This is an optimization exercise on Yosys and OpenROAD, whose aim is small area, a short achievable clock period and few clock cycles, not a production implementation. Function was checked by simulation only, so behaviour that the tests miss may differ from the original.

===== flow/config.mk =====
export PLATFORM = sky130hd
export DESIGN_NAME = modular_exponentiation
export DESIGN_NICKNAME = modular_exponentiation
export VERILOG_FILES = /design/flow/design.v
export SDC_FILE = /design/flow/constraint.sdc
export NUM_CORES = 4
export LEC_CHECK = 0
export CAP_MARGIN = 20
export CORE_MARGIN = 2
export CORE_UTILIZATION = 40
export SETUP_SLACK_MARGIN = 2.5
export SLEW_MARGIN = 20
export TNS_END_PERCENT = 100

===== flow/constraint.sdc =====
create_clock -name core_clock -period 7.0 [get_ports {clk}]
set_input_delay 1.4000 -clock core_clock [delete_from_list [all_inputs] [get_ports {clk}]]
set_output_delay 1.4000 -clock core_clock [all_outputs]
set_load 0.01 [all_outputs]

===== flow/design.v =====
`timescale 1ns / 1ps
package mexp_pkg;
	localparam int unsigned FIELD_BITS = 32;
endpackage
`timescale 1ns / 1ps
module mexp_unit #(
	parameter int W = 32
) (
	input  logic         bit_i,
	input  logic [W-1:0] r_i,
	input  logic [W-1:0] a_i,
	input  logic [W-1:0] m_i,
	output logic [W-1:0] y_o
);
	localparam int X = W + 3;
	logic [X-1:0] r2, p, nm1, nm2;
	logic [X-1:0] s1, c1, s2, c2;
	logic [X-1:0] t, x1, x2;
	assign r2  = {2'b00, r_i, 1'b0};
	assign p   = bit_i ? {3'b000, a_i} : '0;
	assign nm1 = ~{3'b000, m_i};
	assign nm2 = ~{2'b00, m_i, 1'b0};
	assign s1 = r2 ^ p ^ nm1;
	assign c1 = {((r2 & p) | (r2 & nm1) | (p & nm1)), 1'b1};
	assign s2 = r2 ^ p ^ nm2;
	assign c2 = {((r2 & p) | (r2 & nm2) | (p & nm2)), 1'b1};
	assign t  = r2 + p;
	assign x1 = s1 + c1;
	assign x2 = s2 + c2;
	always_comb begin
		if (!x2[X-1]) begin
			y_o = x2[W-1:0];
		end else if (!x1[X-1]) begin
			y_o = x1[W-1:0];
		end else begin
			y_o = t[W-1:0];
		end
	end
endmodule
`timescale 1ns / 1ps
module modular_exponentiation #(
	parameter int OPERAND_BITS = 32
) (
	input  logic        clk,
	input  logic        arst_n,
	input  logic        s_tvalid,
	output logic        s_tready,
	input  logic [95:0] s_tdata,
	output logic        m_tvalid,
	input  logic        m_tready,
	output logic [31:0] m_tdata,
	output logic        m_tuser
);
	localparam int W = OPERAND_BITS;
	typedef enum logic [2:0] {
		S_IDLE = 3'd0,
		S_CHK  = 3'd1,
		S_SKIP = 3'd2,
		S_RUN  = 3'd3,
		S_DONE = 3'd4,
		S_OUT  = 3'd5
	} seq_state_t;
	seq_state_t   state_q;
	logic [W-1:0] mod_q;
	logic [W-1:0] acc_q;
	logic [W-1:0] r_q;
	logic         bit_q;
	logic         sq_q;
	logic [4:0]   cnt_q;
	logic [4:0]   eidx_q;
	logic         err_q;
	logic [W-1:0] in_b;
	logic [W-1:0] in_e;
	logic [W-1:0] step;
	logic         ebit;
	logic         last;
	assign in_b = s_tdata[31:0];
	assign in_e = s_tdata[63:32];
	assign ebit = in_e[eidx_q];
	assign last = (cnt_q == 5'd0);
	mexp_unit #(
		.W(W)
	) u_unit (
		.bit_i(bit_q),
		.r_i  (r_q),
		.a_i  (acc_q),
		.m_i  (mod_q),
		.y_o  (step)
	);
	always_ff @(posedge clk) begin
		mod_q <= s_tdata[95:64];
	end
	always_ff @(posedge clk or negedge arst_n) begin
		if (!arst_n) begin
			state_q <= S_IDLE;
		end else begin
			unique case (state_q)
				S_IDLE: begin
					if (s_tvalid) begin
						state_q <= S_CHK;
					end
				end
				S_CHK: begin
					if (mod_q == '0 || in_e == '0) begin
						state_q <= S_DONE;
					end else begin
						state_q <= S_SKIP;
					end
				end
				S_SKIP: begin
					if (ebit) begin
						state_q <= S_RUN;
					end
				end
				S_RUN: begin
					if (last && !(sq_q && ebit) && eidx_q == 5'd0) begin
						state_q <= S_DONE;
					end
				end
				S_DONE: begin
					state_q <= S_OUT;
				end
				S_OUT: begin
					if (m_tready) begin
						state_q <= s_tvalid ? S_CHK : S_IDLE;
					end
				end
				default: begin
					state_q <= S_IDLE;
				end
			endcase
		end
	end
	always_ff @(posedge clk) begin
		if (state_q == S_RUN && !last) begin
			r_q <= step;
		end else begin
			r_q <= '0;
		end
	end
	always_ff @(posedge clk) begin
		unique case (state_q)
			S_CHK: begin
				err_q  <= (mod_q == '0);
				acc_q  <= (mod_q == '0) ? W'(0) : W'(1);
				eidx_q <= 5'd31;
			end
			S_SKIP: begin
				sq_q  <= 1'b0;
				cnt_q <= 5'd31;
				bit_q <= in_b[W-1];
				if (!ebit) begin
					eidx_q <= eidx_q - 5'd1;
				end
			end
			S_RUN: begin
				if (!last) begin
					cnt_q <= cnt_q - 5'd1;
					bit_q <= sq_q ? acc_q[cnt_q - 5'd1] : in_b[cnt_q - 5'd1];
				end else begin
					acc_q <= step;
					cnt_q <= 5'd31;
					if (sq_q && ebit) begin
						sq_q  <= 1'b0;
						bit_q <= in_b[W-1];
					end else begin
						sq_q   <= 1'b1;
						bit_q  <= step[W-1];
						eidx_q <= eidx_q - 5'd1;
					end
				end
			end
			default: begin
			end
		endcase
	end
	assign s_tready = (state_q == S_DONE);
	assign m_tvalid = (state_q == S_OUT);
	assign m_tdata  = acc_q;
	assign m_tuser  = err_q;
endmodule

===== flow/run.sh =====
#!/bin/bash
# synth_recipe.tcl (not shown) runs the flow's synth.tcl, then flattens the netlist and writes it again
# the make line also repeats each setting of config.mk as NAME=value (left out here)
make -C /OpenROAD-flow-scripts/flow DESIGN_CONFIG=/design/flow/config.mk WORK_HOME=/design/flow/orfs CLKGATE_MAP_FILE= SYNTH_SCRIPT=/design/flow/synth_recipe.tcl finish

==> results of run 1 <==
==> tightest hold or removal path, stage by stage (launching register included) <==
cell,delay [ns]
edfxtp_1,0.40
nand2_1,0.07
nand3_1,0.08
==> through the flow <==
step	hold WS [ns]	setup slack (ns)
floorplan	0.594	3.09
global placement	0.622	1.53
detailed placement	0.626	1.36
CTS	0.648	2.46
global route	0.723	2.43
finish	0.660	2.53
==> flip-flops by register name, indices dropped and copies added, names as in the netlist, 3 cells and up <==
register  count
acc_q        32
cnt_q         5
eidx_q        5
mod_q        32
r_q          32
state_q       3
==> final timing paths <==
kind / startpoint / endpoint / slack [ns] / cells after the start
worst max-delay path: bit_q / acc_q[15] / 2.53 / 14
worst min-delay path: cnt_q[4] / cnt_q[4] / 0.66 / 2
worst max register to register: bit_q / acc_q[15] / 2.53 / 14
worst min register to register: cnt_q[4] / cnt_q[4] / 0.66 / 2
max in group asynchronous: arst_n / state_q[2] / 5.65 / 1
min in group asynchronous: arst_n / state_q[0] / 1.21 / 1
==> cell type report <==
cell class              instances  area [um2]  area share
well taps                     384         480      0.0343
inverters                     166         623      0.0445
clock inverters                 7        70.1     0.00501
multi-input cells            1044        8330       0.595
diodes                          1        2.50    0.000179
clock buffers                   9         225      0.0161
repair buffers                157        1550       0.111
flip-flops and latches        112        2710       0.194
==> timing repair <==
item                                    in CTS  in global routing
resized for setup                            5                 31
endpoints found under the hold margin        0                  0
pin swaps                                    1                  9
setup buffers                                7                  9
endpoints found under the setup margin      65                 60
gates cloned                                 1                  1
==> cell families after synthesis <==
group,count (synthesis)
buffers and inverters,214
AND/OR/NAND/NOR,392
XOR/XNOR,82
multiplexers,39
adder cells (fa/ha/maj),163
flip-flops,112
AO/OA/AOI/OAI,366
==> synthesized netlist by cell type, types with 15 or more instances <==
master | number | area (um2)
a21oi_1 | 117 | 586
nor2_1 | 140 | 526
nand3_1 | 23 | 115
a211oi_1 | 22 | 165
mux4_2 | 24 | 541
o21ai_0 | 60 | 300
a21o_1 | 37 | 278
nand2_1 | 101 | 379
inv_1 | 165 | 619
fa_1 | 65 | 1300
nor3_1 | 21 | 105
xor2_1 | 26 | 228
xnor2_1 | 56 | 490
ha_1 | 98 | 1230
clkbuf_1 | 29 | 109
and2_1 | 23 | 144
edfxtp_1 | 45 | 1350
o21bai_1 | 15 | 113
o211ai_1 | 22 | 165
nand4_1 | 18 | 113
a31oi_1 | 15 | 93.8
dfxtp_1 | 64 | 1280
nor4_1 | 18 | 113
==> layer usage <==
metal	wire [um]	vias up	GRT usage
met4	1570	0	0.105
met3	2260	92	0.0385
met5	0	-	0
met1	16300	5172	0.326
met2	18800	396	0.427
li1	-	5074	-
==> key figures, run 1 <==
Clock network
  • Clock Latency Late Sink: 0.38 ns
  • Clk slew on worst S/H paths: 0.08 ns
  • Clk sinks: 112
  • Cts hold-fix bufs: 0
  • Maximum clock path buffer count: 2
  • H-Tree Depth: 3
  • CTS Root Cell: clkbuf_16
  • Num CTS Buffers: 9
  • CTS tree: built

STA
  • Slew of the pin with the lowest slew margin: 1.11 ns
  • Fin. Hold Viols: 0
  • Tmin final: 4.47 ns
  • Slew Limit Fails: 0
  • Final setup fails: 0
  • TNS Setup: 0 ns
  • Final Cycle Share: 0.639
  • Clock Skews: 0.0154 ns
  • Max transition margin: 0.252
  • Fmax: 224 MHz
  • RSZ-0062 raised after global routing: yes

Die
  • Core area: 28700 um2
  • Io pins: 135
  • Die Ht: 175 um
  • Die ar.: 30600 um2
  • Die X: 175 um
  • Rows: 62
  • Initial core utilization: 0.407

Routing
  • Vias: 10734
  • TritonRoute pass-1 iters: 5
  • DRT antenna net count: 0
  • Drc violations: 0
  • Drt via density: 5.71
  • Routed wire length: 38900 um
  • Drt wl/cell: 20.7 um
  • Detailed Route Iter0 Violations: 880

Synthesis
  • Post-synth cell types: 70
  • Number of synthesized flops with an enable pin: 45
  • Synth Area in Adders: 0.217
  • Compound-Gate Fraction of Synth Area: 0.204
  • Syn Area/Cell: 8.53 um2
  • Syn_nets: 1631
  • Mux cell area share after synthesis: 0.0593
  • Post-synth ARST share: 0.0268
  • Ys Warns: 2
  • Synth Area in Simple Gates: 0.155
  • Register area share after synthesis: 0.232
  • Top FF cell, synth: dfxtp_1
  • Largest family of logic cells by synthesized area: adder cells
  • Cell count after synthesis: 1368
  • Mapped Area: 11700 um2
  • Synth Area in XOR/XNOR: 0.0615
  • #FFs+latches synth: 112

Status
  • Status: finished clean

Setup path
  • Most common cell on crit path: buf_4
  • Top Family by Delay on Critical Path: compound AO/OA/AOI/OAI gates
  • Critical-path top delay cell: o21ai_0
  • Startpoint types: register
  • Critical Path Sink Type: register
  • Critical Path Max Stage Delay: 0.51 ns
  • Worst path bufs/invs: 4
  • Kind of critical path: register to register
  • Worst EP arrival: 4.70 ns
  • Critical-path cell list: buf_4 -> buf_4 -> and2_1 -> fa_1 -> ha_1 -> a2111oi_0 -> o21ai_0 -> a41oi_4 -> buf_4 -> buf_4 -> nand3_1 -> o211ai_1 -> o21ai_0 -> nor2_1
  • Crit Path Max Fanout: 9
  • Req. time, crit path: 7.23 ns

Cells and area
  • Final core occ: 0.487
  • Finished Cell Area: 14000 um2
  • Fill count: 2792
  • Most frequent cells in the layout: inv_1 (165), nor2_1 (140), clkdlybuf4s50_1 (134)
  • Most common cell after layout, fill and taps aside: inv_1
  • Fin nets: 1753
  • Share of cells above drive strength 1: 0.0669
  • Non-Filler Instances: 1880
  • Area grow syn2layout: 19.9%

Placed design
  • Routability cong.: 0.948
  • Placed wire-length estimate: 30400 um
  • DP Area: 13400 um2
  • Dpl cells: 1845
  • IO Port Bufs: 134

Job
  • Max cap viols: 0

GRT
  • Antenna violations before repair: 0
  • Gr ovfl total: 0
  • Vias in the first global route: 10492
  • All-layer global routing usage: 0.253
  • Largest net degree at the start of global routing: 36
  • Global-route wire length before repair: 59100 um

Hold path
  • Hold WC Path Type: register to register
Testbench counts, summed over its fixed seeds: cycles 282,571.
==> inputs of run 2 (changes only) <==
--- a/flow/config.mk
+++ b/flow/config.mk
@@ -6,4 +6,5 @@
 export NUM_CORES = 4
 export LEC_CHECK = 0
+export ABC_AREA = 1
 export CAP_MARGIN = 20
 export CORE_MARGIN = 2
==> key figures, run 2 <==
Synthesis
  • Synth Area in XOR/XNOR: 0.0361 (-0.0254)
  • #FFs+latches synth: 112 (unchanged)
  • Syn Area/Cell: 6.56 um2 (-23%)
  • Cell count after synthesis: 2033 (+49%)
  • Mux cell area share after synthesis: 0 (-0.0593)
  • Mapped Area: 13300 um2 (+14%)
  • Largest cells by area after synthesis: nand2_1 (15%), edfxtp_1 (10%), fa_1 (9.8%), dfxtp_1 (9.6%), inv_1 (9.3%)
  • Compound-Gate Fraction of Synth Area: 0.135 (-0.0691)
  • Register area share after synthesis: 0.203 (-0.0289)
  • Largest family of logic cells by synthesized area: simple AND/OR/NAND/NOR gates
  • Top FF cell, synth: dfxtp_1
  • Number of synthesized flops with an enable pin: 45 (unchanged)
  • Post-synth ARST share: 0.0268 (unchanged)
  • Post-synth cell types: 52 (-26%)
  • Yosys top cell area share: 0.149 (+0.0337)
  • Top cells by count, synth: nand2_1 (531), inv_1 (329), nor2_1 (227)
  • Cell with the most instances after synthesis: nand2_1
  • Ys Warns: 2 (unchanged)
  • Synth Area in Adders: 0.190 (-0.0270)
  • Area leader, netlist: nand2_1
  • Synth Area in Simple Gates: 0.325 (+0.169)
  • Syn_nets: 2296 (+41%)

Placed design
  • Dpl cells: 2578 (+40%)
  • Routability cong.: 0.990 (+4.4%)
  • IO Port Bufs: 134 (unchanged)
  • Placed wire-length estimate: 47400 um (+56%)

Clock network
  • Clk sinks: 112 (unchanged)
  • CTS tree: built
  • Post-CTS Resized: 0 (-5)
  • CTS Root Cell: clkbuf_16
  • Clock Latency Late Sink: 0.39 ns (about the same)
  • Num CTS Buffers: 9 (unchanged)
  • H-Tree Depth: 3 (unchanged)
  • Cts hold-fix bufs: 0 (unchanged)
  • Clk slew on worst S/H paths: 0.08 ns (about the same)
  • Maximum clock path buffer count: 2 (unchanged)

STA
  • Tmin final: 4.09 ns (-0.386 ns)
  • Slew of the pin with the lowest slew margin: 1.07 ns (-0.0392 ns)
  • Fin. Hold Viols: 0 (unchanged)
  • Slew Limit Fails: 0 (unchanged)
  • RSZ-0062 raised after global routing: no
  • Fmax: 245 MHz (+9.5%)
  • TNS Setup: 0 ns (unchanged)
  • Max transition margin: 0.283 (+0.0313)
  • Worst hold margin: 0.543 ns (-0.118 ns)
  • Clock Skews: 0.0130 ns (-0.00236 ns)
  • Final setup fails: 0 (unchanged)
  • Final Cycle Share: 0.584 (-0.0552)

Cells and area
  • Antenna Diode Count: 0 (-1)
  • Final core occ: 0.473 (-0.0142)
  • Most frequent cells in the layout: nand2_1 (531), inv_1 (329), nor2_1 (227)
  • Area grow syn2layout: 16.0%
  • Non-Filler Instances: 2598 (+38%)
  • Top Registers: acc_q x32, mod_q x32, r_q x32
  • Fin nets: 2414 (+38%)
  • Share of cells above drive strength 1: 0.0343 (-0.0326)
  • Most common cell after layout, fill and taps aside: nand2_1

Setup path
  • Worst EP arrival: 4.21 ns (-0.49 ns)
  • Top Family by Delay on Critical Path: simple AND/OR/NAND/NOR gates
  • CP startpoint: bit_q
  • Worst R2R Path Depth: 20 (+6)
  • Worst path bufs/invs: 3 (-1)
  • RR Endpoint: acc_q[30]
  • Most common cell on crit path: nand2_1
  • Critical Path Max Stage Delay: 0.51 ns (about the same)
  • Worst R2R Setup Slack: 2.91 ns (+0.39 ns)
  • Startpoint types: register
  • Critical Path Sink Type: register
  • Kind of critical path: register to register
  • R2R Path Start: bit_q
  • Crit Path Max Fanout: 15 (+6)
  • Critical-path top delay cell: edfxtp_1
  • Critical-path cell list: buf_12 -> buf_4 -> nand2_1 -> fa_1 -> inv_1 -> ha_1 -> nor2_1 -> o21ai_1 -> nand2_1 -> nand2_1 -> nand2_1 -> nand2_1 -> nand2_1 -> nand2_1 -> nand2_1 -> nand2_1 -> nand2_1 -> nand2_1 -> nand2_1 -> a21oi_1
  • Req. time, crit path: 7.13 ns (-0.10 ns)

Routing
  • Detailed Route Iter0 Violations: 1429 (+62%)
  • Vias: 14089 (+31%)
  • Drt via density: 5.42 (-5.0%)
  • Drc violations: 0 (unchanged)
  • Routed wire length: 55100 um (+42%)
  • Drt wl/cell: 21.2 um (+2.4%)
  • DRT antenna net count: 0 (unchanged)
  • TritonRoute pass-1 iters: 6 (+1)

GRT
  • Global-route wire length before repair: 81000 um (+37%)
  • Gr ovfl total: 0 (unchanged)
  • All-layer global routing usage: 0.313 (+0.0593)
  • Vias in the first global route: 13245 (+26%)
  • Largest net degree at the start of global routing: 43 (+19%)
  • Antenna violations before repair: 2 (+2)

Hold path
  • Hold WC Path Type: register to register
  • Hold Path Sink: state_q[0]
  • HP Start: state_q[0]
  • Hold depth: 2 (unchanged)

Job
  • Max cap viols: 0 (unchanged)

Die
  • Die ar.: 34800 um2 (+14%)
  • Io pins: 135 (unchanged)
  • Die Ht: 187 um (+6.7%)
  • Initial core utilization: 0.408 (+0.00108)
  • Die X: 187 um (+6.7%)
  • Core area: 32700 um2 (+14%)
  • Rows: 66 (+6.5%)

Status
  • Status: finished clean
[run 2: how the worst max path moves through the flow]
stage / endpoint / depth (start not counted)
floorplan: acc_q[0] / 8
global placement: acc_q[31] / 13
detailed placement: acc_q[31] / 13
CTS: acc_q[31] / 13
global route: acc_q[31] / 15
finish: acc_q[30] / 20
[run 2: area by class of cell]
type                       instances  area (um2)
fill                            3527       17200
clock inverter                     6        95.1
timing repair buffer             142        1430
inverter                         342        1280
tap                              442         553
multi-input combinational       1544        9150
sequential                       112        2710
clock buffer                      10         250
[run 2: through the flow]
stage	cell area [um2]	worst slack [ns]
after floorplan	13300	3.83
after global placement	15100	2.75
after detailed placement	15100	2.65
after CTS	15400	2.62
after global routing	15500	2.62
final	15500	2.91
[run 2: worst min-delay path, stage by stage, from the launching register on]
cell and delay [ns]:
dfrtp_1 0.40, nand2_1 0.07, nand2_1 0.05
[run 2: repair_timing]
| item | CTS | global route |
|---|---|---|
| hold endpoints to repair | 0 | 0 |
| buffers inserted | 0 | 4 |
| setup endpoints to repair | 0 | 24 |
[run 2: cell families after synthesis]
family	after synthesis
AO/OA/AOI/OAI	318
adder cells (fa/ha/maj)	163
AND/OR/NAND/NOR	1008
flip-flops	112
buffers and inverters	377
XOR/XNOR	55
[run 2: layer usage]
metal  wire (um)  GRT usage  share of wire
met1       25300      0.459           0.46
met3        5680     0.0709           0.10
met4        2140      0.121          0.039
met2       21900      0.442           0.40
met5          11          0        0.00020
==> inputs of run 3 (changes only) <==
==> flow/flow/run.sh (new file) <==
#!/bin/bash
# layout flow: the standard one, except that repair may resize cells to any footprint
# (the platform default limits resizing to cells of the same footprint)
bash standard.sh MATCH_CELL_FOOTPRINT=0 finish > standard.log 2>&1
==> flow/standard.sh (new file) <==
#!/bin/bash
# synth_recipe.tcl (not shown) runs the flow's synth.tcl, then flattens the netlist and writes it again
# the make line also repeats each setting of config.mk as NAME=value (left out here)
make -C /OpenROAD-flow-scripts/flow DESIGN_CONFIG=/design/flow/config.mk WORK_HOME=/design/flow/orfs CLKGATE_MAP_FILE= SYNTH_SCRIPT=/design/flow/synth_recipe.tcl "${@:-finish}"
--- a/flow/config.mk
+++ b/flow/config.mk
@@ -6,9 +6,8 @@
 export NUM_CORES = 4
 export LEC_CHECK = 0
-export ABC_AREA = 1
 export CAP_MARGIN = 20
 export CORE_MARGIN = 2
 export CORE_UTILIZATION = 40
-export SETUP_SLACK_MARGIN = 2.5
+export SETUP_SLACK_MARGIN = 3.5
 export SLEW_MARGIN = 20
 export TNS_END_PERCENT = 100
removed: flow/run.sh
==> key figures, run 3 <==
STA
  • Fmax: 242 MHz (-0.97%)
  • Slew Limit Fails: 0 (unchanged)
  • Final setup fails: 0 (unchanged)
  • Tmin final: 4.13 ns (+0.0400 ns)
  • TNS Setup: 0 ns (unchanged)
  • Final Cycle Share: 0.589 (+0.00572)
  • Slew of the pin with the lowest slew margin: 1.02 ns (-0.0489 ns)
  • Fin. Hold Viols: 0 (unchanged)
  • Clock Skews: 0.0160 ns (+0.00299 ns)
  • Max transition margin: 0.316 (+0.0328)
  • RSZ-0062 raised after global routing: yes

Hold path
  • Hold depth: 2 (unchanged)
  • HP Start: cnt_q[4]
  • Hold Path Sink: cnt_q[4]
  • Hold WC Path Type: register to register

Synthesis
  • #FFs+latches synth: 112 (unchanged)
  • Number of synthesized flops with an enable pin: 45 (unchanged)
  • Largest cells by area after synthesis: edfxtp_1 (12%), fa_1 (11%), dfxtp_1 (11%), ha_1 (11%), inv_1 (5.3%)
  • Cell count after synthesis: 1368 (-33%)
  • Cell with the most instances after synthesis: inv_1
  • Top cells by count, synth: inv_1 (165), nor2_1 (140), a21oi_1 (117)
  • Yosys top cell area share: 0.116 (-0.0337)
  • Post-synth cell types: 70 (+35%)
  • Top FF cell, synth: dfxtp_1
  • Register area share after synthesis: 0.232 (+0.0289)
  • Post-synth ARST share: 0.0268 (unchanged)
  • Syn Area/Cell: 8.53 um2 (+30%)
  • Syn_nets: 1631 (-29%)
  • Mapped Area: 11700 um2 (-12%)
  • Ys Warns: 2 (unchanged)
  • Area leader, netlist: edfxtp_1

GRT
  • Largest net degree at the start of global routing: 36 (-16%)
  • All-layer global routing usage: 0.273 (-0.0397)
  • Vias in the first global route: 11123 (-16%)
  • Global-route wire length before repair: 63300 um (-22%)
  • Gr ovfl total: 0 (unchanged)
  • Antenna violations before repair: 0 (-2)

Clock network
  • H-Tree Depth: 3 (unchanged)
  • CTS Root Cell: clkbuf_16
  • Clk sinks: 112 (unchanged)
  • Num CTS Buffers: 9 (unchanged)
  • Maximum clock path buffer count: 2 (unchanged)
  • Clock Latency Late Sink: 0.38 ns (about the same)
  • CTS tree: built
  • Clk slew on worst S/H paths: 0.08 ns (about the same)

Die
  • Rows: 62 (-6.1%)
  • Die Ht: 175 um (-6.3%)
  • Core area: 28700 um2 (-12%)
  • Io pins: 135 (unchanged)
  • Initial core utilization: 0.407 (-0.00108)
  • Die X: 175 um (-6.3%)
  • Die ar.: 30600 um2 (-12%)

Cells and area
  • Area of the multi-input gates: 9410 um2 (+2.9%)
  • Top Registers: acc_q x32, mod_q x32, r_q x32
  • Non-Filler Instances: 1947 (-25%)
  • Fin nets: 1821 (-25%)
  • Most common cell after layout, fill and taps aside: inv_1
  • Area grow syn2layout: 36.0%
  • Final core occ: 0.553 (+0.0800)
  • Antenna Diode Count: 0 (unchanged)
  • Most frequent cells in the layout: inv_1 (159), nor2_1 (121), clkdlybuf4s50_1 (115)
  • Fill count: 2586 (-27%)
  • Reg area: 2710 um2 (unchanged)
  • Share of cells above drive strength 1: 0.214 (+0.180)

Routing
  • Vias: 11164 (-21%)
  • Detailed Route Iter0 Violations: 845 (-41%)
  • TritonRoute pass-1 iters: 6 (unchanged)
  • DRT antenna net count: 0 (unchanged)
  • Drt wl/cell: 21.7 um (+2.3%)
  • Routed wire length: 42300 um (-23%)
  • Drc violations: 0 (unchanged)
  • Drt via density: 5.73 (+5.7%)

Setup path
  • Worst R2R Setup Slack: 2.87 ns (-0.04 ns)
  • Critical Path Max Stage Delay: 0.54 ns (+0.03 ns)
  • Startpoint types: register
  • Critical Path Sink Type: register
  • Kind of critical path: register to register
  • Worst R2R Path Depth: 19 (-5.0%)
  • Worst EP arrival: 4.35 ns (+0.14 ns)
  • Req. time, crit path: 7.23 ns (+0.10 ns)
  • Crit Path Max Fanout: 8 (-7)
  • Critical-path cell list: buf_6 -> buf_6 -> and2_4 -> inv_4 -> fa_1 -> inv_2 -> ha_4 -> o211ai_1 -> a21oi_4 -> o41ai_4 -> buf_4 -> o31ai_4 -> a41o_4 -> a41oi_4 -> buf_12 -> buf_12 -> o211ai_1 -> o21ai_2 -> nor2_1
  • RR Endpoint: acc_q[16]
  • R2R Path Start: bit_q
  • Critical-path top delay cell: fa_1

Placed design
  • Routability cong.: 0.918 (-7.3%)
  • Dpl cells: 1846 (-28%)
  • Placed wire-length estimate: 30900 um (-35%)
  • IO Port Bufs: 134 (unchanged)

Job
  • Max cap viols: 0 (unchanged)

Status
  • Status: finished clean
## run 3: cell count changes after synthesis, sizes merged, moves of 15 or more
cell | previous run | this run
xnor2 | 20 | 56
a31oi | 0 | 15
mux4 | 0 | 24
nand3 | 131 | 23
o21ai | 106 | 65
a21o | 11 | 37
nand3b | 18 | 1
a21oi | 142 | 119
a211oi | 2 | 23
nor2 | 241 | 140
nand2 | 540 | 101
inv | 338 | 166
and2 | 5 | 24
## run 3: cell families after synthesis
kind of cell | share of synthesized area
and+or+nand+nor | 0.155
AOI/OAI and AO/OA | 0.204
buffers and inverters | 0.0714
adders and majority gates | 0.217
DFF | 0.232
xor gates and xnor gates | 0.0615
muxes | 0.0593
## run 3: layout make-up
class | count | share of cell area
clock inverters | 6 | 0.00229
repair buffers | 224 | 0.150
inverters | 166 | 0.0399
well taps | 384 | 0.0303
flip-flops and latches | 112 | 0.171
multi-input cells | 1045 | 0.593
clock buffers | 10 | 0.0144
## run 3: worst max path at each step
stage,start,cells past startpoint,to
finish,bit_q,19,acc_q[16]
detailed placement,bit_q,15,bit_q
global route,bit_q,21,acc_q[24]
global placement,bit_q,15,bit_q
floorplan,bit_q,16,acc_q[29]
CTS,bit_q,17,bit_q
## run 3: through the flow
step	area, um2	setup WS, ns	hold slack, ns
6_report	15900	2.87	0.661
5_1_grt	15900	2.79	0.709
4_1_cts	15100	2.92	0.655
3_5_place_dp	13600	1.96	0.633
3_3_place_gp	13600	2.08	0.623
2_1_floorplan	11900	3.41	0.594
## run 3: repair_timing
| item | CTS | global route |
|---|---|---|
| setup buffers | 49 | 28 |
| endpoints found under the setup margin | 70 | 73 |
| hold buffers | 0 | 0 |
| gates cloned | 7 | 1 |
| gates resized for setup | 160 | 121 |
| pin swaps | 32 | 50 |
## run 3: metal layers
metal,global-route usage,share of wire,up-vias
li1,-,-,5212
met1,0.343,0.41,5472
met2,0.477,0.50,382
met3,0.0339,0.050,98
met4,0.109,0.045,0
met5,0,0,-
## run 3: critical path, delay by kind of cell, from the launching register on
family | cells | cell delay [ns]
compound gates | 8 | 1.64
buf+inv | 7 | 0.88
fa+ha+maj | 2 | 0.81
flops | 1 | 0.37
simple gates | 2 | 0.26
==> inputs of run 4 (changes only) <==
--- a/flow/config.mk
+++ b/flow/config.mk
@@ -9,5 +9,5 @@
 export CORE_MARGIN = 2
 export CORE_UTILIZATION = 40
-export SETUP_SLACK_MARGIN = 3.5
+export SETUP_SLACK_MARGIN = 2.5
 export SLEW_MARGIN = 20
 export TNS_END_PERCENT = 100
==> key figures, run 4 <==
Synthesis
  • Largest cells by area after synthesis: edfxtp_1 (12%), fa_1 (11%), dfxtp_1 (11%), ha_1 (11%), inv_1 (5.3%)
  • Area leader, netlist: edfxtp_1
  • Cell with the most instances after synthesis: inv_1
  • Syn Area/Cell: 8.53 um2 (unchanged)
  • Syn_nets: 1631 (unchanged)
  • Post-synth cell types: 70 (unchanged)
  • Top FF cell, synth: dfxtp_1
  • Yosys top cell area share: 0.116 (unchanged)
  • Top cells by count, synth: inv_1 (165), nor2_1 (140), a21oi_1 (117)
  • Number of synthesized flops with an enable pin: 45 (unchanged)
  • Register area share after synthesis: 0.232 (unchanged)
  • Ys Warns: 2 (unchanged)
  • Post-synth ARST share: 0.0268 (unchanged)
  • Mapped Area: 11700 um2 (unchanged)
  • Cell count after synthesis: 1368 (unchanged)
  • #FFs+latches synth: 112 (unchanged)

Setup path
  • Worst R2R Path Depth: 14 (-5)
  • R2R Path Start: bit_q
  • Worst path bufs/invs: 4 (-3)
  • Critical-path cell list: buf_4 -> buf_4 -> and2_1 -> fa_1 -> ha_1 -> a2111oi_0 -> o21ai_0 -> a41oi_4 -> buf_4 -> buf_4 -> nand3_1 -> o211ai_1 -> o21ai_0 -> nor2_1
  • Critical Path Max Stage Delay: 0.51 ns (-0.03 ns)
  • Req. time, crit path: 7.23 ns (about the same)
  • Crit Path Max Fanout: 9 (+1)
  • Startpoint types: register
  • RR Endpoint: acc_q[15]
  • Top Family by Delay on Critical Path: compound AO/OA/AOI/OAI gates
  • Worst R2R Setup Slack: 2.53 ns (-0.35 ns)
  • Critical-path top delay cell: o21ai_0
  • Critical Path Sink Type: register
  • Kind of critical path: register to register
  • Most common cell on crit path: buf_4
  • Worst EP arrival: 4.70 ns (+0.35 ns)

STA
  • Final setup fails: 0 (unchanged)
  • Slew of the pin with the lowest slew margin: 1.11 ns (+0.0881 ns)
  • TNS Setup: 0 ns (unchanged)
  • Max transition margin: 0.252 (-0.0641)
  • Clock Skews: 0.0154 ns (-0.000623 ns)
  • Tmin final: 4.47 ns (+0.346 ns)
  • Fmax: 224 MHz (-7.7%)
  • Final Cycle Share: 0.639 (+0.0495)
  • RSZ-0062 raised after global routing: yes
  • Slew Limit Fails: 0 (unchanged)
  • Fin. Hold Viols: 0 (unchanged)
  • Worst hold margin: 0.660 ns (-0.000439 ns)
  • Setup WS post-layout: 2.53 ns (-0.346 ns)

Cells and area
  • Top Registers: acc_q x32, mod_q x32, r_q x32
  • Area grow syn2layout: 19.9%
  • Fin nets: 1753 (-3.7%)
  • Most common cell after layout, fill and taps aside: inv_1
  • Most frequent cells in the layout: inv_1 (165), nor2_1 (140), clkdlybuf4s50_1 (134)
  • Share of cells above drive strength 1: 0.0669 (-0.147)

Placed design
  • Placed wire-length estimate: 30400 um (-1.7%)
  • IO Port Bufs: 134 (unchanged)
  • Pre-CTS setup slack: 1.36 ns (-0.596 ns)
  • Routability cong.: 0.948 (+3.3%)

Routing
  • TritonRoute pass-1 iters: 5 (-1)
  • Drc violations: 0 (unchanged)
  • Routed wire length: 38900 um (-7.8%)
  • DRT antenna net count: 0 (unchanged)
  • Detailed Route Iter0 Violations: 880 (+4.1%)
  • Drt wl/cell: 20.7 um (-4.6%)
  • Vias: 10734 (-3.9%)
  • Drt via density: 5.71 (-0.43%)

Clock network
  • Clk sinks: 112 (unchanged)
  • Clock Latency Late Sink: 0.38 ns (about the same)
  • Maximum clock path buffer count: 2 (unchanged)
  • CTS Root Cell: clkbuf_16
  • Num CTS Buffers: 9 (unchanged)
  • Clk slew on worst S/H paths: 0.08 ns (about the same)
  • H-Tree Depth: 3 (unchanged)
  • CTS tree: built

Hold path
  • Hold depth: 2 (unchanged)
  • Hold WC Path Type: register to register
  • Hold Path Sink: cnt_q[4]
  • HP Start: cnt_q[4]

GRT
  • Gr ovfl total: 0 (unchanged)
  • Antenna violations before repair: 0 (unchanged)
  • Vias in the first global route: 10492 (-5.7%)
  • Global-route wire length before repair: 59100 um (-6.6%)
  • All-layer global routing usage: 0.253 (-0.0196)
  • Largest net degree at the start of global routing: 36 (unchanged)

Die
  • Die ar.: 30600 um2 (unchanged)
  • Initial core utilization: 0.407 (unchanged)
  • Core area: 28700 um2 (unchanged)
  • Io pins: 135 (unchanged)
  • Die Ht: 175 um (unchanged)
  • Rows: 62 (unchanged)
  • Die X: 175 um (unchanged)

Job
  • Max cap viols: 0 (unchanged)

Status
  • Status: finished clean
==> run 4: cell counts after synthesis <==
No cell type changed its count.
==> run 4: timing repair <==
| item | CTS | global route |
|---|---|---|
| hold endpoints to repair | 0 | 0 |
| hold buffers | 0 | 0 |
| pin swaps | 1 | 9 |
| buffers inserted | 7 | 9 |
| endpoints found under the setup margin | 65 | 60 |
| gates resized for setup | 5 | 31 |
| gates cloned | 1 | 1 |
==> run 4: cells by family (layout without fill, tap and decap cells) <==
family | count (synthesis) | count (layout) | share of synthesized area
and+or+nand+nor | 392 | 393 | 0.155
AOI/OAI and AO/OA | 366 | 367 | 0.204
buffers and inverters | 214 | 339 | 0.0714
adders and majority gates | 163 | 163 | 0.217
DFF | 112 | 112 | 0.232
xor gates and xnor gates | 82 | 82 | 0.0615
muxes | 39 | 39 | 0.0593
other | 0 | 1 | 0
==> run 4: through the flow <==
step / instances / utilization / cell area, um2
3_5_place_dp: 1845 / 0.465 / 13400
3_3_place_gp: 1845 / 0.465 / 13400
5_1_grt: 1879 / 0.487 / 14000
6_report: 1880 / 0.487 / 14000
2_1_floorplan: 1368 / - / 11700
4_1_cts: 1869 / 0.479 / 13800
==> run 4: per-layer routing <==
metal | vias to the layer above | share of wire | track usage
met2 | 396 | 0.48 | 0.427
met1 | 5172 | 0.42 | 0.326
met3 | 92 | 0.058 | 0.0385
li1 | 5074 | - | -
met5 | - | 0 | 0
met4 | 0 | 0.040 | 0.105
==> run 4: cell type report <==
class	instances	area (um2)
antenna	1	2.50
clock buffer	9	225
clock inverter	7	70.1
fill	2792	14700
inverter	166	623
multi-input combinational	1044	8330
sequential	112	2710
tap	384	480
timing repair buffer	157	1550
==> run 4: worst max-delay path by stage <==
stage,start,to,cells past startpoint
finish,bit_q,acc_q[15],14
global route,bit_q,bit_q,15
CTS,bit_q,bit_q,15
detailed placement,bit_q,bit_q,15
global placement,bit_q,acc_q[2],16
floorplan,bit_q,acc_q[22],17
==> run 4: worst min-delay path, delay by kind of cell, from the launching register on <==
family / cells / cell delay, ns
flops: 1 / 0.40
simple gates: 2 / 0.15
==> inputs of run 5 (changes only) <==
--- a/flow/design.v
+++ b/flow/design.v
@@ -58,4 +58,5 @@
 		S_SKIP = 3'd2,
 		S_RUN  = 3'd3,
+		S_FRST = 3'd6,
 		S_DONE = 3'd4,
 		S_OUT  = 3'd5
@@ -110,10 +111,17 @@
 				S_SKIP: begin
 					if (ebit) begin
-						state_q <= S_RUN;
+						state_q <= S_FRST;
 					end
 				end
+				S_FRST: begin
+					state_q <= S_RUN;
+				end
 				S_RUN: begin
-					if (last && !(sq_q && ebit) && eidx_q == 5'd0) begin
-						state_q <= S_DONE;
+					if (last) begin
+						if (!(sq_q && ebit) && eidx_q == 5'd0) begin
+							state_q <= S_DONE;
+						end else begin
+							state_q <= S_FRST;
+						end
 					end
 				end
@@ -133,6 +141,8 @@
 	end
 	always_ff @(posedge clk) begin
-		if (state_q == S_RUN && !last) begin
+		if (state_q == S_RUN) begin
 			r_q <= step;
+		end else if (state_q == S_FRST && (sq_q ? acc_q[W-1] : in_b[W-1])) begin
+			r_q <= acc_q;
 		end else begin
 			r_q <= '0;
@@ -148,9 +158,11 @@
 			S_SKIP: begin
 				sq_q  <= 1'b0;
-				cnt_q <= 5'd31;
-				bit_q <= in_b[W-1];
 				if (!ebit) begin
 					eidx_q <= eidx_q - 5'd1;
 				end
+			end
+			S_FRST: begin
+				cnt_q <= 5'd30;
+				bit_q <= sq_q ? acc_q[W-2] : in_b[W-2];
 			end
 			S_RUN: begin
@@ -160,11 +172,8 @@
 				end else begin
 					acc_q <= step;
-					cnt_q <= 5'd31;
 					if (sq_q && ebit) begin
 						sq_q  <= 1'b0;
-						bit_q <= in_b[W-1];
 					end else begin
 						sq_q   <= 1'b1;
-						bit_q  <= step[W-1];
 						eidx_q <= eidx_q - 5'd1;
 					end
==> flow/run.sh (new file) <==
#!/bin/bash
# synth_recipe.tcl (not shown) runs the flow's synth.tcl, then flattens the netlist and writes it again
# the make line also repeats each setting of config.mk as NAME=value (left out here)
make -C /OpenROAD-flow-scripts/flow DESIGN_CONFIG=/design/flow/config.mk WORK_HOME=/design/flow/orfs CLKGATE_MAP_FILE= SYNTH_SCRIPT=/design/flow/synth_recipe.tcl finish
removed: flow/flow/run.sh
removed: flow/standard.sh
==> key figures, run 5 <==
Synthesis
  • Number of synthesized flops with an enable pin: 45 (unchanged)
  • Largest cells by area after synthesis: edfxtp_1 (11%), dfxtp_1 (11%), fa_1 (11%), ha_1 (10%), a21oi_1 (4.8%)
  • Mapped Area: 11800 um2 (+0.68%)
  • Top FF cell, synth: dfxtp_1
  • Post-synth ARST share: 0.0268 (unchanged)
  • Post-synth cell types: 81 (+16%)
  • Top cells by count, synth: inv_1 (130), a21oi_1 (113), nand2_1 (99)
  • Cell with the most instances after synthesis: inv_1
  • Cell count after synthesis: 1323 (-3.3%)
  • Ys Warns: 2 (unchanged)
  • Syn Area/Cell: 8.88 um2 (+4.1%)
  • Register area share after synthesis: 0.230 (-0.00156)
  • Syn_nets: 1583 (-2.9%)
  • #FFs+latches synth: 112 (unchanged)
  • Area leader, netlist: edfxtp_1
  • Yosys top cell area share: 0.115 (-0.000777)

Die
  • Die X: 175 um (+0.33%)
  • Core area: 28800 um2 (+0.27%)
  • Rows: 62 (unchanged)
  • Die ar.: 30800 um2 (+0.66%)
  • Io pins: 135 (unchanged)
  • Die Ht: 175 um (+0.33%)
  • Initial core utilization: 0.408 (+0.00164)

Routing
  • Drc violations: 0 (unchanged)
  • DRT antenna net count: 0 (unchanged)
  • Detailed Route Iter0 Violations: 881 (+0.11%)
  • Drt wl/cell: 21.6 um (+4.4%)
  • Routed wire length: 39600 um (+1.7%)
  • Drt via density: 5.78 (+1.3%)
  • Vias: 10588 (-1.4%)
  • TritonRoute pass-1 iters: 5 (unchanged)

STA
  • Final Cycle Share: 0.615 (-0.0238)
  • Final setup fails: 0 (unchanged)
  • TNS Setup: 0 ns (unchanged)
  • Slew of the pin with the lowest slew margin: 0.952 ns (-0.158 ns)
  • Tmin final: 4.30 ns (-0.167 ns)
  • Fmax: 232 MHz (+3.9%)
  • Slew Limit Fails: 0 (unchanged)
  • Clock Skews: 0.0138 ns (-0.00157 ns)
  • Worst hold margin: 0.533 ns (-0.128 ns)
  • Max transition margin: 0.360 (+0.107)
  • Setup WS post-layout: 2.70 ns (+0.167 ns)
  • Fin. Hold Viols: 0 (unchanged)
  • RSZ-0062 raised after global routing: no

Cells and area
  • Share of cells above drive strength 1: 0.0698 (+0.00291)
  • Most frequent cells in the layout: clkdlybuf4s50_1 (134), inv_1 (130), a21oi_1 (112)
  • Area grow syn2layout: 19.0%
  • Fin nets: 1702 (-2.9%)
  • Antenna Diode Count: 0 (-1)
  • Final core occ: 0.486 (-0.00162)
  • Top Registers: acc_q x32, mod_q x32, r_q x32
  • Most common cell after layout, fill and taps aside: clkdlybuf4s50_1

Setup path
  • Startpoint types: register
  • RR Endpoint: acc_q[17]
  • Crit Path Max Fanout: 22 (+13)
  • Critical Path Sink Type: register
  • Worst R2R Path Depth: 17 (+3)
  • R2R Path Start: bit_q
  • Req. time, crit path: 7.13 ns (-0.10 ns)
  • Kind of critical path: register to register
  • Worst EP arrival: 4.43 ns (-0.27 ns)
  • Worst R2R Setup Slack: 2.70 ns (+0.17 ns)

Clock network
  • Clock Latency Late Sink: 0.38 ns (about the same)
  • Clk slew on worst S/H paths: 0.08 ns (about the same)
  • Clk sinks: 112 (unchanged)
  • Maximum clock path buffer count: 2 (unchanged)
  • Num CTS Buffers: 9 (unchanged)
  • CTS tree: built
  • CTS Root Cell: clkbuf_16
  • H-Tree Depth: 3 (unchanged)
  • Cts hold-fix bufs: 0 (unchanged)

GRT
  • Met2 Usage GRT: 0.406 (-0.0212)
  • Gr busiest metal: met2
  • Antenna violations before repair: 0 (unchanged)
  • GR Util met1: 0.363 (+0.0371)
  • Gr ovfl total: 0 (unchanged)
  • All-layer global routing usage: 0.257 (+0.00319)
  • Routing usage on met3: 0.0416 (+0.00305)
  • Global-route wire length before repair: 60700 um (+2.7%)
  • Vias in the first global route: 10573 (+0.77%)
  • Largest net degree at the start of global routing: 39 (+8.3%)

Hold path
  • Hold Path Sink: state_q[2]
  • Hold WC Path Type: register to register
  • HP Start: state_q[1]
  • Hold depth: 1 (-1)

Job
  • Max cap viols: 0 (unchanged)

Status
  • Status: finished clean

Placed design
  • IO Port Bufs: 134 (unchanged)
  • Placed wire-length estimate: 30700 um (+1.0%)
  • Pre-CTS setup slack: 1.67 ns (+0.305 ns)
  • Routability cong.: 0.938 (-1.1%)
[run 5: worst max-delay path, cell delays in order, from the launching register on]
cell and delay [ns]:
edfxtp_1 0.39, buf_4 0.15, buf_4 0.22, nand2_1 0.15
fa_1 0.50, inv_1 0.04, ha_1 0.39, a21o_1 0.21
a21oi_1 0.20, a31oi_1 0.18, a41oi_2 0.29, a211oi_2 0.09
buf_4 0.17, nor4bb_4 0.30, buf_6 0.30, nor3_1 0.12
a21o_1 0.19, and2_1 0.16
[run 5: logic make-up (layout without fill, tap and decap cells)]
group | after synthesis | count (layout) | share of synthesized area
multiplexers | 46 | 46 | 0.0644
flip-flops | 112 | 112 | 0.230
adder cells (fa/ha/maj) | 161 | 161 | 0.211
XOR/XNOR | 86 | 86 | 0.0641
AND/OR/NAND/NOR | 348 | 349 | 0.146
AO/OA/AOI/OAI | 390 | 390 | 0.222
buffers and inverters | 180 | 303 | 0.0610
[run 5: cell type report]
cell class	count	area, um2
inverter	131	492
clock buffer	10	229
fill	2745	14800
tap	384	480
multi-input combinational	1032	8450
clock inverter	6	75.1
sequential	112	2710
timing repair buffer	156	1550
[run 5: metrics by stage]
stage,cells,cell area (um2)
after CTS,1828,13900
after floorplan,1323,11800
after detailed placement,1803,13500
after global routing,1831,14000
after global placement,1803,13500
final,1831,14000
[run 5: repair_timing]
action / in CTS / in global routing
cloned: 1 / 0
endpoints found under the setup margin: 64 / 64
pin swaps: 3 / 2
resized for setup: 7 / 7
buffers inserted: 8 / 3
[run 5: how the worst max path moves through the flow]
| stage | start | end | slack, ns | cells after the start |
|---|---|---|---|---|
| 2_1_floorplan | bit_q | acc_q[17] | 3.15 | 16 |
| 3_3_place_gp | bit_q | acc_q[5] | 1.80 | 13 |
| 3_5_place_dp | bit_q | acc_q[25] | 1.67 | 14 |
| 4_1_cts | bit_q | acc_q[17] | 2.55 | 16 |
| 5_1_grt | bit_q | acc_q[17] | 2.50 | 17 |
| 6_report | bit_q | acc_q[17] | 2.70 | 17 |
[run 5: layer usage]
layer,vias to the layer above,share of wire
met2,406,0.45
met4,0,0.019
met1,5106,0.46
met3,44,0.076
li1,5032,-
met5,-,0
Testbench counts of run 5, summed over its fixed seeds: cycles 282,571.
==> inputs of run 6 (changes only) <==
--- a/flow/config.mk
+++ b/flow/config.mk
@@ -6,4 +6,5 @@
 export NUM_CORES = 4
 export LEC_CHECK = 0
+export ABC_AREA = 1
 export CAP_MARGIN = 20
 export CORE_MARGIN = 2
==> key figures, run 6 <==
Status
  • Status: finished clean

Routing
  • DRT antenna net count: 0 (unchanged)
  • TritonRoute pass-1 iters: 6 (+1)
  • Drt wl/cell: 20.0 um (-7.6%)
  • Drt via density: 5.32 (-8.1%)
  • Detailed Route Iter0 Violations: 1295 (+47%)
  • Vias: 14596 (+38%)
  • Routed wire length: 54900 um (+39%)
  • Drc violations: 0 (unchanged)

STA
  • Clock Skews: 0.0138 ns (-0.0000720 ns)
  • Tmin final: 4.18 ns (-0.120 ns)
  • Worst hold margin: 0.620 ns (+0.0871 ns)
  • Fin. Hold Viols: 0 (unchanged)
  • Slew of the pin with the lowest slew margin: 1.08 ns (+0.129 ns)
  • RSZ-0062 raised after global routing: no
  • Max transition margin: 0.273 (-0.0869)
  • Final setup fails: 0 (unchanged)
  • Slew Limit Fails: 0 (unchanged)
  • Setup WS post-layout: 2.82 ns (+0.120 ns)
  • TNS Setup: 0 ns (unchanged)
  • Fmax: 239 MHz (+2.9%)
  • Final Cycle Share: 0.598 (-0.0172)

Die
  • Die Ht: 189 um (+7.5%)
  • Io pins: 135 (unchanged)
  • Initial core utilization: 0.406 (-0.00197)
  • Die ar.: 35600 um2 (+16%)
  • Die X: 189 um (+7.5%)
  • Core area: 33500 um2 (+17%)
  • Rows: 67 (+8.1%)

Setup path
  • Crit Path Max Fanout: 31 (+41%)
  • Critical-path top delay cell: clkinv_2
  • Req. time, crit path: 7.14 ns (about the same)
  • Kind of critical path: register to register
  • Startpoint types: register
  • Most common cell on crit path: nand2_1
  • Critical-path cell list: buf_4 -> buf_6 -> buf_4 -> nand2_1 -> inv_1 -> fa_1 -> ha_1 -> nand2_1 -> nor2_1 -> nand4_1 -> nor2_1 -> nand3_1 -> nand3_2 -> clkinv_2 -> nand3_1 -> nand2_1 -> nand2_1 -> inv_1
  • Critical Path Sink Type: register
  • Worst EP arrival: 4.33 ns (-0.10 ns)
  • Critical Path Max Stage Delay: 0.49 ns (about the same)

Clock network
  • Num CTS Buffers: 9 (unchanged)
  • Clk slew on worst S/H paths: 0.09 ns (about the same)
  • CTS Root Cell: clkbuf_16
  • Cts hold-fix bufs: 0 (unchanged)
  • Clk sinks: 112 (unchanged)
  • Maximum clock path buffer count: 2 (unchanged)
  • CTS tree: built
  • H-Tree Depth: 3 (unchanged)
  • Clock Latency Late Sink: 0.38 ns (about the same)

Synthesis
  • Mapped Area: 13600 um2 (+16%)
  • Cell with the most instances after synthesis: nand2_1
  • Largest cells by area after synthesis: nand2_1 (19%), inv_1 (11%), edfxtp_1 (9.9%), dfxtp_1 (9.4%), fa_1 (9.3%)
  • Cell count after synthesis: 2173 (+64%)
  • #FFs+latches synth: 112 (unchanged)
  • Register area share after synthesis: 0.199 (-0.0317)
  • Yosys top cell area share: 0.188 (+0.0726)
  • Post-synth cell types: 46 (-43%)
  • Ys Warns: 2 (unchanged)
  • Area leader, netlist: nand2_1
  • Top FF cell, synth: dfxtp_1
  • Number of synthesized flops with an enable pin: 45 (unchanged)
  • Syn_nets: 2433 (+54%)
  • Post-synth ARST share: 0.0268 (unchanged)
  • Syn Area/Cell: 6.27 um2 (-29%)
  • Top cells by count, synth: nand2_1 (681), inv_1 (395), nor2_1 (183)

GRT
  • Global-route wire length before repair: 84200 um (+39%)
  • Met2 Usage GRT: 0.479 (+0.0728)
  • GR Util met1: 0.456 (+0.0931)
  • Gr ovfl total: 0 (unchanged)
  • Routing usage on met3: 0.0430 (+0.00147)
  • Antenna violations before repair: 0 (unchanged)
  • Vias in the first global route: 14404 (+36%)
  • All-layer global routing usage: 0.311 (+0.0548)
  • Largest net degree at the start of global routing: 42 (+7.7%)
  • Gr busiest metal: met2

Cells and area
  • Share of cells above drive strength 1: 0.0265 (-0.0433)
  • Finished Cell Area: 15700 um2 (+13%)
  • Non-Filler Instances: 2746 (+50%)
  • Fin nets: 2553 (+50%)
  • Area grow syn2layout: 15.5%
  • Most frequent cells in the layout: nand2_1 (681), inv_1 (395), nor2_1 (182)
  • Fill count: 3626 (+32%)
  • Final core occ: 0.469 (-0.0164)
  • Antenna Diode Count: 0 (unchanged)
  • Most common cell after layout, fill and taps aside: nand2_1
  • Top Registers: acc_q x32, mod_q x32, r_q x32

Placed design
  • Pre-CTS setup slack: 2.37 ns (+0.702 ns)
  • Dpl cells: 2726 (+51%)
  • Placed wire-length estimate: 46700 um (+52%)
  • Routability cong.: 0.975 (+4.0%)
  • IO Port Bufs: 134 (unchanged)
  • DP Area: 15400 um2 (+14%)

Job
  • Max cap viols: 0 (unchanged)

Hold path
  • Hold WC Path Type: register to register
## run 6: changes by cell type in the layout (fill, tap and decap cells not counted), sizes merged, moves of 29 or more
cell,before,now
inv,133,404
and2,30,1
nand2,99,688
a21o,66,4
xnor2,56,16
nand3,22,169
o21ai,58,109
a211oi,34,2
nor2,82,190
## run 6: layout make-up
cell class | instances | area, um2 | share of cell area
Clock buffer | 9 | 225 | 0.0143
Sequential cell | 112 | 2710 | 0.172
Tap cell | 448 | 561 | 0.0356
Clock inverter | 7 | 91.3 | 0.00580
Inverter | 403 | 1520 | 0.0963
Timing Repair Buffer | 145 | 1430 | 0.0907
Multi-Input combinational cell | 1622 | 9210 | 0.585
## run 6: path summary, 6_finish.rpt
check / start / to / slack, ns / depth (start not counted)
worst max-delay path: bit_q / acc_q[23] / 2.82 / 18
worst min-delay path: acc_q[17] / r_q[17] / 0.62 / 2
worst max register to register: bit_q / acc_q[23] / 2.82 / 18
worst min register to register: acc_q[17] / r_q[17] / 0.62 / 2
max in group asynchronous: arst_n / state_q[0] / 5.67 / 1
min in group asynchronous: arst_n / state_q[2] / 1.19 / 1
## run 6: critical path: cells and delay by family, from the launching register on
| kind | cells | cell delay [ns] |
|---|---|---|
| fa+ha+maj | 2 | 0.81 |
| buf+inv | 6 | 1.11 |
| flops | 1 | 0.39 |
| simple gates | 10 | 1.59 |
## run 6: kinds of logic after synthesis
family / share of synthesized area
AND/OR/NAND/NOR: 0.344
XOR/XNOR: 0.0315
buffers and inverters: 0.127
AO/OA/AOI/OAI: 0.115
multiplexers: 0.00220
flip-flops: 0.199
adder cells (fa/ha/maj): 0.182
## run 6: what timing repair did
item | in CTS | in global routing
setup buffers | 1 | 3
endpoints found under the setup margin | 28 | 56
gates cloned | 0 | 0
gates resized for setup | 0 | 1
## run 6: per-layer routing
metal,vias to the layer above,part of all wire,wire [um]
met4,0,0.026,1420
met2,588,0.42,23200
met3,63,0.080,4420
met5,-,0,0
met1,6820,0.47,25800
li1,7125,-,-
==> inputs of run 7 (changes only) <==
--- a/flow/config.mk
+++ b/flow/config.mk
@@ -6,8 +6,7 @@
 export NUM_CORES = 4
 export LEC_CHECK = 0
-export ABC_AREA = 1
 export CAP_MARGIN = 20
 export CORE_MARGIN = 2
-export CORE_UTILIZATION = 40
+export CORE_UTILIZATION = 60
 export SETUP_SLACK_MARGIN = 2.5
 export SLEW_MARGIN = 20
==> key figures, run 7 <==
Setup path
  • Kind of critical path: register to register
  • Worst R2R Setup Slack: 2.66 ns (-0.16 ns)
  • Startpoint types: register
  • Req. time, crit path: 7.26 ns (+0.12 ns)
  • RR Endpoint: r_q[30]
  • Crit Path Max Fanout: 15 (-52%)
  • Critical Path Sink Type: register
  • Worst EP arrival: 4.60 ns (+0.27 ns)
  • Worst R2R Path Depth: 15 (-3)
  • R2R Path Start: bit_q

Job
  • Max cap viols: 0 (unchanged)

Synthesis
  • Register area share after synthesis: 0.230 (+0.0317)
  • Number of synthesized flops with an enable pin: 45 (unchanged)
  • Area leader, netlist: edfxtp_1
  • Top FF cell, synth: dfxtp_1
  • Cell with the most instances after synthesis: inv_1
  • Largest cells by area after synthesis: edfxtp_1 (11%), dfxtp_1 (11%), fa_1 (11%), ha_1 (10%), a21oi_1 (4.8%)
  • Post-synth ARST share: 0.0268 (unchanged)
  • Syn Area/Cell: 8.88 um2 (+42%)
  • Cell count after synthesis: 1323 (-39%)
  • #FFs+latches synth: 112 (unchanged)
  • Ys Warns: 2 (unchanged)
  • Syn_nets: 1583 (-35%)
  • Mapped Area: 11800 um2 (-14%)
  • Top cells by count, synth: inv_1 (130), a21oi_1 (113), nand2_1 (99)
  • Yosys top cell area share: 0.115 (-0.0726)
  • Post-synth cell types: 81 (+76%)

Hold path
  • Hold WC Path Type: register to register
  • Hold depth: 1 (-1)
  • Hold Path Sink: state_q[2]
  • HP Start: state_q[1]

Cells and area
  • Fin nets: 1699 (-33%)
  • Share of cells above drive strength 1: 0.0672 (+0.0406)
  • Reg area: 2710 um2 (unchanged)
  • Area grow syn2layout: 17.2%
  • Most frequent cells in the layout: clkdlybuf4s50_1 (134), inv_1 (130), a21oi_1 (111)
  • Fill count: 1581 (-56%)
  • Most common cell after layout, fill and taps aside: clkdlybuf4s50_1
  • Area of the multi-input gates: 8450 um2 (-8.3%)
  • Antenna Diode Count: 0 (unchanged)
  • Top Registers: acc_q x32, mod_q x32, r_q x32

Routing
  • Drt wl/cell: 21.6 um (+8.3%)
  • TritonRoute pass-1 iters: 6 (unchanged)
  • Drt via density: 6.29 (+18%)
  • Vias: 10750 (-26%)
  • Drc violations: 0 (unchanged)
  • DRT antenna net count: 0 (unchanged)
  • Routed wire length: 37000 um (-33%)
  • Detailed Route Iter0 Violations: 875 (-32%)

Clock network
  • Maximum clock path buffer count: 2 (unchanged)
  • Clock Latency Late Sink: 0.37 ns (about the same)
  • Clk sinks: 112 (unchanged)
  • CTS Root Cell: clkbuf_16
  • Clk slew on worst S/H paths: 0.08 ns (about the same)
  • CTS tree: built
  • H-Tree Depth: 3 (unchanged)
  • Cts hold-fix bufs: 0 (unchanged)
  • Num CTS Buffers: 9 (unchanged)

Die
  • Die Ht: 144 um (-24%)
  • Initial core utilization: 0.608 (+0.201)
  • Io pins: 135 (unchanged)
  • Core area: 19300 um2 (-42%)
  • Die ar.: 20700 um2 (-42%)
  • Rows: 51 (-24%)
  • Die X: 144 um (-24%)

STA
  • Tmin final: 4.34 ns (+0.155 ns)
  • Worst hold margin: 0.530 ns (-0.0891 ns)
  • Fin. Hold Viols: 0 (unchanged)
  • Fmax: 230 MHz (-3.6%)
  • Final Cycle Share: 0.620 (+0.0222)
  • Max transition margin: 0.280 (+0.00747)
  • Slew Limit Fails: 0 (unchanged)
  • TNS Setup: 0 ns (unchanged)
  • RSZ-0062 raised after global routing: yes
  • Final setup fails: 0 (unchanged)
  • Slew of the pin with the lowest slew margin: 1.07 ns (-0.0111 ns)
  • Clock Skews: 0.0115 ns (-0.00222 ns)

GRT
  • All-layer global routing usage: 0.362 (+0.0502)
  • Antenna violations before repair: 0 (unchanged)
  • Global-route wire length before repair: 56500 um (-33%)
  • Vias in the first global route: 10362 (-28%)
  • Largest net degree at the start of global routing: 36 (-14%)
  • Gr ovfl total: 0 (unchanged)

Placed design
  • Placed wire-length estimate: 28500 um (-39%)
  • Routability cong.: 0.989 (+1.5%)
  • IO Port Bufs: 134 (unchanged)

Status
  • Status: finished clean
run 7: worst max-delay path by stage:
stage,start,end
floorplan,bit_q,acc_q[17]
global placement,bit_q,acc_q[9]
detailed placement,bit_q,acc_q[25]
CTS,bit_q,acc_q[9]
global route,bit_q,acc_q[31]
finish,bit_q,r_q[30]
run 7: routing by layer:
| metal | share of wire | vias to the layer above | GRT usage |
|---|---|---|---|
| li1 | - | 5026 | - |
| met1 | 0.40 | 5118 | 0.470 |
| met2 | 0.46 | 510 | 0.579 |
| met3 | 0.098 | 94 | 0.0903 |
| met4 | 0.039 | 2 | 0.141 |
| met5 | 0.0023 | - | 0.0326 |
run 7: kinds of logic (layout without fill, tap and decap cells):
logic type                 Yosys count  count (layout)  synth area share
adders and majority gates          161             161             0.211
buffers and inverters              180             300            0.0610
DFF                                112             112             0.230
AOI/OAI and AO/OA                  390             390             0.222
xor gates and xnor gates            86              86            0.0641
and+or+nand+nor                    348             349             0.146
muxes                               46              46            0.0644
run 7: metrics by stage:
stage          cell area, um2  cells  setup WS (ns)  utilization
2_1_floorplan           11800   1323           3.15            -
3_3_place_gp            13300   1683           1.98        0.688
3_5_place_dp            13300   1683           1.83        0.688
4_1_cts                 13600   1705           2.59        0.706
5_1_grt                 13800   1709           2.39        0.712
6_report                13800   1709           2.66        0.712
run 7: worst max-delay path, stage by stage (launching register included):
cell and delay, ns:
edfxtp_1 0.46, buf_4 0.30, nand2_1 0.17, fa_1 0.51
inv_1 0.04, ha_1 0.40, a21o_1 0.22, a21oi_1 0.19
a31oi_1 0.19, a41oi_2 0.31, a211oi_2 0.16, nor4bb_4 0.42
buf_6 0.25, o21ai_0 0.12, o31a_1 0.34, a21o_1 0.15
run 7: area by class of cell:
class | count | share of cell area
Multi-Input combinational cell | 1032 | 0.613
Sequential cell | 112 | 0.197
Timing Repair Buffer | 153 | 0.111
Inverter | 131 | 0.0357
Tap cell | 265 | 0.0241
Clock buffer | 11 | 0.0169
Clock inverter | 5 | 0.00263
run 7: what timing repair did:
item	CTS	global route
pin swaps	3	2
resized for setup	2	10
setup buffers	5	3
gates cloned	1	0
setup endpoints to repair	64	38

## re-timing with driven ports
Ports are ideal in the flow. The routed layouts listed here were re-timed in OpenROAD. Step 1 sets driving cells, clkbuf_16 on the clock port and buf_2 on the other inputs (assumed; they add their load-dependent delay and slew). Step 2, shift: input delay + t, output delay - t, t = (earliest + latest rising clock arrival at the registers) / 2. This alone moves slack from input paths to output paths. Three values: ideal ports, drivers, drivers and shift; two values: the first two.
| run | shift t [ns] | setup WS [ns] | worst setup path after step 2 |
|---|---|---|---|
| run 1 | 0.419 | 2.528 / 2.528 / 2.528 | register to register |
| run 2 | 0.427 | 2.915 / 2.915 / 2.915 | register to register |
| run 3 | 0.424 | 2.875 / 2.875 / 2.875 | register to register |
| run 4 | 0.419 | 2.528 / 2.528 / 2.528 | register to register |
| run 5 | 0.418 | 2.695 / 2.695 / 2.695 | register to register |
| run 6 | 0.421 | 2.815 / 2.815 / 2.815 | register to register |
| run 7 | 0.412 | 2.660 / 2.660 / 2.660 | register to register |
After both steps every run listed still meets setup and hold.
